Source: an optimization exercise on an open RTL-to-GDS flow (aim: small area and a short achievable clock period). Production flows keep margins and buffers that such runs may drop.
RTL that was checked went through simulation tests only; none was proved equivalent to the original.
The clock input has no modelled driver; a real chip could not lean on it and would need a root buffer or a full tree.
Power figures rest on the tool's default switching activity, not on a simulated workload.

// scoreboard_ctrl
module scoreboard_ctrl (
    input  logic                      clk,
    input  logic                      rst,
    input  sb_pkg::inst_t             inst,
    input  logic                      inst_valid,
    input  logic [sb_pkg::num_fu-1:0] fu_done,
    output logic                      issue_ack,
    output logic [sb_pkg::num_fu-1:0] ro_en,
    output sb_pkg::fu_op_t            ro_op,
    output sb_pkg::reg_idx_t          rs1_ctrl,
    output sb_pkg::reg_idx_t          rs2_ctrl,
    output logic                      reg_write,
    output sb_pkg::fu_id_t            wb_fu,
    output sb_pkg::reg_idx_t          rd_ctrl
);
==> flow/config.mk <==
export PLATFORM = sky130hd
export DESIGN_NAME = scoreboard_ctrl
export DESIGN_NICKNAME = scoreboard_ctrl
export VERILOG_FILES = /design/flow/design.v
export SDC_FILE = /design/flow/constraint.sdc
export NUM_CORES = 4
export LEC_CHECK = 0
export CAP_MARGIN = 20
export CORE_MARGIN = 2
export CORE_UTILIZATION = 40
export SLEW_MARGIN = 20
==> flow/constraint.sdc <==
create_clock -name core_clock -period 4.5 [get_ports {clk}]
set_input_delay 0.9000 -clock core_clock [delete_from_list [all_inputs] [get_ports {clk}]]
set_output_delay 0.9000 -clock core_clock [all_outputs]
set_load 0.01 [all_outputs]
run.sh (not shown) runs the stock make flow with config.mk's settings and CLKGATE_MAP_FILE= SYNTH_SCRIPT=/design/flow/synth_recipe.tcl, a recipe that flattens the netlist after the stock synthesis.
Next try:
- SETUP_SLACK_MARGIN: default -> 1.5
What happened:
- The changed run finished with timing, DRC and antenna clean
- combinational power is higher by about a fifth
- via count went up by a few percent
- fmax increases by about a fifth
- global-route usage rose by 2.7 points
- clock skew barely changes

---

scoreboard_ctrl, a different RTL version from the one above (not shown whole).
Size in the first run: ~620 cells after synthesis, ~130 flip-flops, roughly 68 I/O pins, ~6800 um2 of cells after synthesis.
clock: 4.5 ns
lec_check: 0
cap_margin: 20
core_margin: 2
core_utilization: 65
setup_slack_margin: 1.5
slew_margin: 20
standard.sh (not shown) runs the stock make flow with config.mk's settings and CLKGATE_MAP_FILE= SYNTH_SCRIPT=/design/flow/synth_recipe.tcl, a recipe that flattens the netlist after the stock synthesis.
==> flow/flow/run.sh <==
#!/bin/bash
# Standard ORFS layout with two changes: the port buffers are plain buffers
# instead of the delay cells buffer_ports picks on its own, and the clock tree
# uses smaller clock buffers and no dummy balancing loads.
set -euo pipefail
export BUFFER_PORTS_ARGS="-buffer_cell sky130_fd_sc_hd__buf_2"
export CTS_ARGS="-sink_clustering_enable -repair_clock_nets -dont_use_dummy_load -buf_list sky130_fd_sc_hd__clkbuf_8 -sink_clustering_size 30"
bash standard.sh > make.log 2>&1
The baseline ran to the end with no violations.
Then changed:
Settings changed: CORE_UTILIZATION 65 to 70.
Worst setup slack improves by 0.039 ns. Final area stays flat. Routed wire length rises by about 3%. Non-clock buffer count rises by 1. Total power rises by about 0.33%. Final cell count falls by about 0.9%.
No run of this note included a check of the RTL's function; only the layout flow was run.

---

## wip/amber
scoreboard_ctrl, a different RTL version from the one above (not shown whole).
Size in the first run: about 610 cells after synthesis, roughly 120 flip-flops, about 68 I/O pins, roughly 0.0066 mm² of cells after synthesis.
Settings: LEC_CHECK=0, CAP_MARGIN=20, CORE_ASPECT_RATIO=0.7, CORE_MARGIN=2, CORE_UTILIZATION=70, SETUP_SLACK_MARGIN=2.0, SLEW_MARGIN=20; clock period 4.5 ns.
==> flow/flow/run.sh <==
#!/bin/bash
# Standard ORFS layout with these changes:
#  - the port buffers are plain buffers instead of the delay cells
#    buffer_ports picks on its own;
#  - the clock tree is a balanced two-level tree built by flow/manual_cts.tcl
#    (one root buffer, one leaf buffer per group of nearby flops), in place of
#    TritonCTS's H-tree; the rest of the CTS step (legalisation, timing
#    repair) runs unchanged.
set -euo pipefail
here=$(pwd)
export BUFFER_PORTS_ARGS="-buffer_cell sky130_fd_sc_hd__buf_2"
export PRE_CTS_TCL="$here/flow/manual_cts.tcl"
export MCTS_CLK=clk
export MCTS_ROOT=sky130_fd_sc_hd__clkbuf_8
export MCTS_LEAF=sky130_fd_sc_hd__clkbuf_8
export MCTS_NLEAF=8
bash standard.sh > make.log 2>&1
==> flow/flow/manual_cts.tcl <==
# Replaces clock_tree_synthesis with a small two-level clock tree: one root
# buffer next to the clock's loads, driving one leaf buffer per group of flops;
# the flops are grouped by position so each leaf drives a compact cluster.
proc clock_tree_synthesis {args} {
  set block [ord::get_db_block]
  set db [ord::get_db]
  set leaf_master [$db findMaster $::env(MCTS_LEAF)]
  set root_master [$db findMaster $::env(MCTS_ROOT)]
  set nleaf $::env(MCTS_NLEAF)
  set clk [$block findNet $::env(MCTS_CLK)]
  set sinks {}
  foreach it [$clk getITerms] {
    if {[$it isInputSignal]} { lappend sinks $it }
  }
  # group the sinks: sort by x into columns, each column by y into cells
  set pts {}
  foreach it $sinks {
    set inst [$it getInst]
    set loc [$inst getLocation]
    lappend pts [list [lindex $loc 0] [lindex $loc 1] $it]
  }
  set n [llength $pts]
  set ncol [expr {int(ceil(sqrt($nleaf)))}]
  set nrow [expr {int(ceil(double($nleaf) / $ncol))}]
  set pts [lsort -integer -index 0 $pts]
  set groups {}
  set per_col [expr {int(ceil(double($n) / $ncol))}]
  for {set c 0} {$c < $ncol} {incr c} {
    set col [lsort -integer -index 1 [lrange $pts [expr {$c*$per_col}] [expr {($c+1)*$per_col-1}]]]
    set m [llength $col]
    if {$m == 0} continue
    set per_row [expr {int(ceil(double($m) / $nrow))}]
    for {set r 0} {$r < $nrow} {incr r} {
      set g [lrange $col [expr {$r*$per_row}] [expr {($r+1)*$per_row-1}]]
      if {[llength $g]} { lappend groups $g }
    }
  }
  # root buffer at the centroid of all sinks
  set sx 0; set sy 0
  foreach p $pts { incr sx [lindex $p 0]; incr sy [lindex $p 1] }
  set rx [expr {$sx / $n}]; set ry [expr {$sy / $n}]
  set root [odb::dbInst_create $block $root_master clkbuf_root]
  $root setLocation $rx $ry
  $root setPlacementStatus PLACED
  set rnet [odb::dbNet_create $block clknet_root]
  $rnet setSigType CLOCK
  [$root findITerm A] connect $clk
  [$root findITerm X] connect $rnet
  set i 0
  foreach g $groups {
    set gx 0; set gy 0
    foreach p $g { incr gx [lindex $p 0]; incr gy [lindex $p 1] }
    set gx [expr {$gx / [llength $g]}]; set gy [expr {$gy / [llength $g]}]
    set leaf [odb::dbInst_create $block $leaf_master clkbuf_leaf_$i]
    $leaf setLocation $gx $gy
    $leaf setPlacementStatus PLACED
    set lnet [odb::dbNet_create $block clknet_leaf_$i]
    $lnet setSigType CLOCK
    [$leaf findITerm A] connect $rnet
    [$leaf findITerm X] connect $lnet
    foreach p $g {
      set it [lindex $p 2]
      $it disconnect
      $it connect $lnet
    }
    puts "manual cts: leaf $i drives [llength $g] sinks"
    incr i
  }
  puts "manual cts: $n sinks, $i leaf buffers"
  detailed_placement
  set_propagated_clock [all_clocks]
}
For wip/maple, these inputs were changed with respect to wip/amber:
- CORE_ASPECT_RATIO removed (was 0.7)
- CORE_UTILIZATION changed from 70 to 68
==> run notes <==
Per the final summary, wip/amber finished and its layout is clean on timing, DRC and antenna. wip/maple finished all stages; the layout is clean. Row count ended up 24% higher on wip/maple than on wip/amber. Routed wire length delta (wip/maple − wip/amber): favourable. wip/maple vs. wip/amber: global routing met3 resource utilization now smaller; overall track demand over capacity in global routing shrank by 1.8 points. When the final numbers for wip/amber and wip/maple were put side by side, the fraction of final layout cells with drive strength greater than 1 turned out to be greater in wip/maple. Diff wip/amber -> wip/maple: least setup slack across all paths after layout shows a reduction of 0.033 ns; final setup skew dropped 0.0052 ns; cell area after layout moved up.
diff inputs: wip/maple => wip/quartz
- changing CORE_UTILIZATION from 68 to 70
diff --git a/flow/flow/run.sh b/flow/flow/run.sh
--- a/flow/flow/run.sh
+++ b/flow/flow/run.sh
@@ -15,3 +15,3 @@
 export MCTS_LEAF=sky130_fd_sc_hd__clkbuf_8
-export MCTS_NLEAF=8
+export MCTS_NLEAF=6
 bash standard.sh > make.log 2>&1
--- outcome ---
wip/quartz against wip/maple: post-route worst setup slack increased 0.085 ns; shortest period the worst path allows decreased 0.085 ns; portion of the clock cycle consumed by the worst path in the final layout decreased 1.9 points; met1 track demand over resource increased 1.2 points.
Overall die width, wip/quartz vs wip/maple: down slightly
Measured against each other, wip/maple and wip/quartz differ in wire length per cell, the lower figure coming from wip/quartz.
Sum of routed wire segments on met1 in wip/quartz is 3.9% below wip/maple.
Relative to wip/maple, the total number of cells along the worst setup path of wip/quartz is lower by 7.
## Diff of input files: wip/sierra against wip/quartz
diff --git a/flow/flow/run.sh b/flow/flow/run.sh
--- a/flow/flow/run.sh
+++ b/flow/flow/run.sh
@@ -15,3 +15,3 @@
 export MCTS_LEAF=sky130_fd_sc_hd__clkbuf_8
-export MCTS_NLEAF=6
+export MCTS_NLEAF=8
 bash standard.sh > make.log 2>&1
### Flow results
- From wip/quartz to wip/sierra the numbers moved as follows: register bit count reported by yosys flat; cell area after layout flat.
- Delta (wip/sierra minus wip/quartz): global-route usage about even, top fanout value on the critical path has decreased.
Changes in wip/lagoon relative to wip/sierra:
- swapping 20 for 5 in SLEW_MARGIN
- swapping 20 for 5 in CAP_MARGIN
[summary]
- Taking wip/sierra as the reference, in wip/lagoon sequential logic power shows no meaningful change; share of the clock period used by the worst path held steady; area of all placed cells without fillers has remained practically unchanged.
- Comparing wip/lagoon against wip/sierra, there is no change at all in number of standard cells in the layout, taps in and fillers out.
- Diff wip/lagoon..wip/sierra | portion of the post-synthesis area used by sequential elements | unchanged
- On worst reg2reg path depth, wip/lagoon tracks wip/sierra almost exactly.
- Number of fill cells in the layout came out exactly the same in wip/sierra and wip/lagoon.
- From wip/sierra to wip/lagoon, first-iteration DRC count did not move at all.
--- input diff wip/lagoon..wip/garnet ---
- a change of CAP_MARGIN from 5 to 20
- a change of CORE_UTILIZATION from 70 to 65
- a change of SLEW_MARGIN from 5 to 20
diff --git a/flow/flow/run.sh b/flow/flow/run.sh
--- a/flow/flow/run.sh
+++ b/flow/flow/run.sh
@@ -10,3 +10,3 @@
 here=$(pwd)
-export BUFFER_PORTS_ARGS="-buffer_cell sky130_fd_sc_hd__buf_2"
+export BUFFER_PORTS_ARGS="-buffer_cell sky130_fd_sc_hd__buf_1"
 export PRE_CTS_TCL="$here/flow/manual_cts.tcl"
Comparing clock share of power for wip/garnet and wip/lagoon, the smaller number came from wip/lagoon.
Clock slew at the register clock pins of the worst setup and hold paths: wip/lagoon vs wip/garnet — no meaningful difference
For wip/lagoon, the critical path endpoint was rog[3]$_DFF_PP0_, unlike wip/garnet, where it was rog[4]$_DFF_PP0_.
Relative to wip/lagoon, number of tapcells has increased by 4 in wip/garnet.
Comparing wip/garnet and wip/lagoon, the lower global-route total usage across every layer is on wip/garnet.
Layout-stage area growth over the synthesis result, wip/garnet and wip/lagoon, higher one = wip/garnet.
Compare wip/garnet and wip/lagoon | met2 layer wire length in the routed design higher: wip/garnet
Compared with wip/lagoon, in wip/garnet non-filler instance count after layout shows an increase of 3.3%; clock period minus worst slack shows an increase of 0.055 ns; routed length per placed instance shows an increase of 3.1%; least setup slack across all paths after layout shows a reduction of 0.055 ns; sequential-cell power consumption shows no meaningful change.
No run of this note takes its clock network from TritonCTS; it comes from the design's own scripts or RTL.

## what the ideal ports hide
In the flow no input, the clock included, has a driving cell. The finished layouts below were timed again as built, in two steps. Step 1, drivers: a clkbuf_16 drives clk and a buf_2 each remaining input, both assumed. Step 2 times the ports against the registers' clock, not the clock port: input delays grow and output delays shrink by t, the midpoint of the rising clock arrivals with the driver on. a / b / c = no drivers / after step 1 / after step 2; a / b = the first two.
run | t, ns | setup WS [ns] | worst setup path at the end | clock arrival spread, ns | worst data-port slew with drivers (ns)
the first run of note 1 | 0.392 | 0.183 / 0.139 / 0.530 | register to output | 0.015 / 0.015 | 0.04
the second run of note 1 | 0.400 | 0.742 / 0.701 / 1.101 | register to output | 0.012 / 0.012 | 0.04
the first run of note 2 | 0.456 | 1.644 / 1.658 / 1.204 | input to register | 0.022 / 0.022 | 0.04
the second run of note 2 | 0.471 | 1.683 / 1.697 / 1.226 | input to register | 0.022 / 0.022 | 0.03
wip/amber | 0.425 | 1.983 / 1.996 / 1.570 | input to register | 0.017 / 0.017 | 0.04
wip/maple | 0.437 | 1.950 / 1.929 / 1.492 | input to register | 0.012 / 0.012 | 0.06
wip/quartz | 0.423 | 2.035 / 2.000 / 1.627 | input to register | 0.015 / 0.014 | 0.06
wip/sierra | 0.421 | 2.049 / 2.019 / 1.624 | input to register | 0.007 / 0.007 | 0.05
wip/lagoon | 0.421 | 2.049 / 2.019 / 1.624 | input to register | 0.007 / 0.007 | 0.05
wip/garnet | 0.436 | 1.994 / 1.994 / 1.560 | input to register | 0.016 / 0.016 | 0.05
After both steps setup and hold are still met in every run listed. The setup slack of wip/maple, which loses most, moves by -0.021 ns with the drivers and by -0.458 ns with both steps.
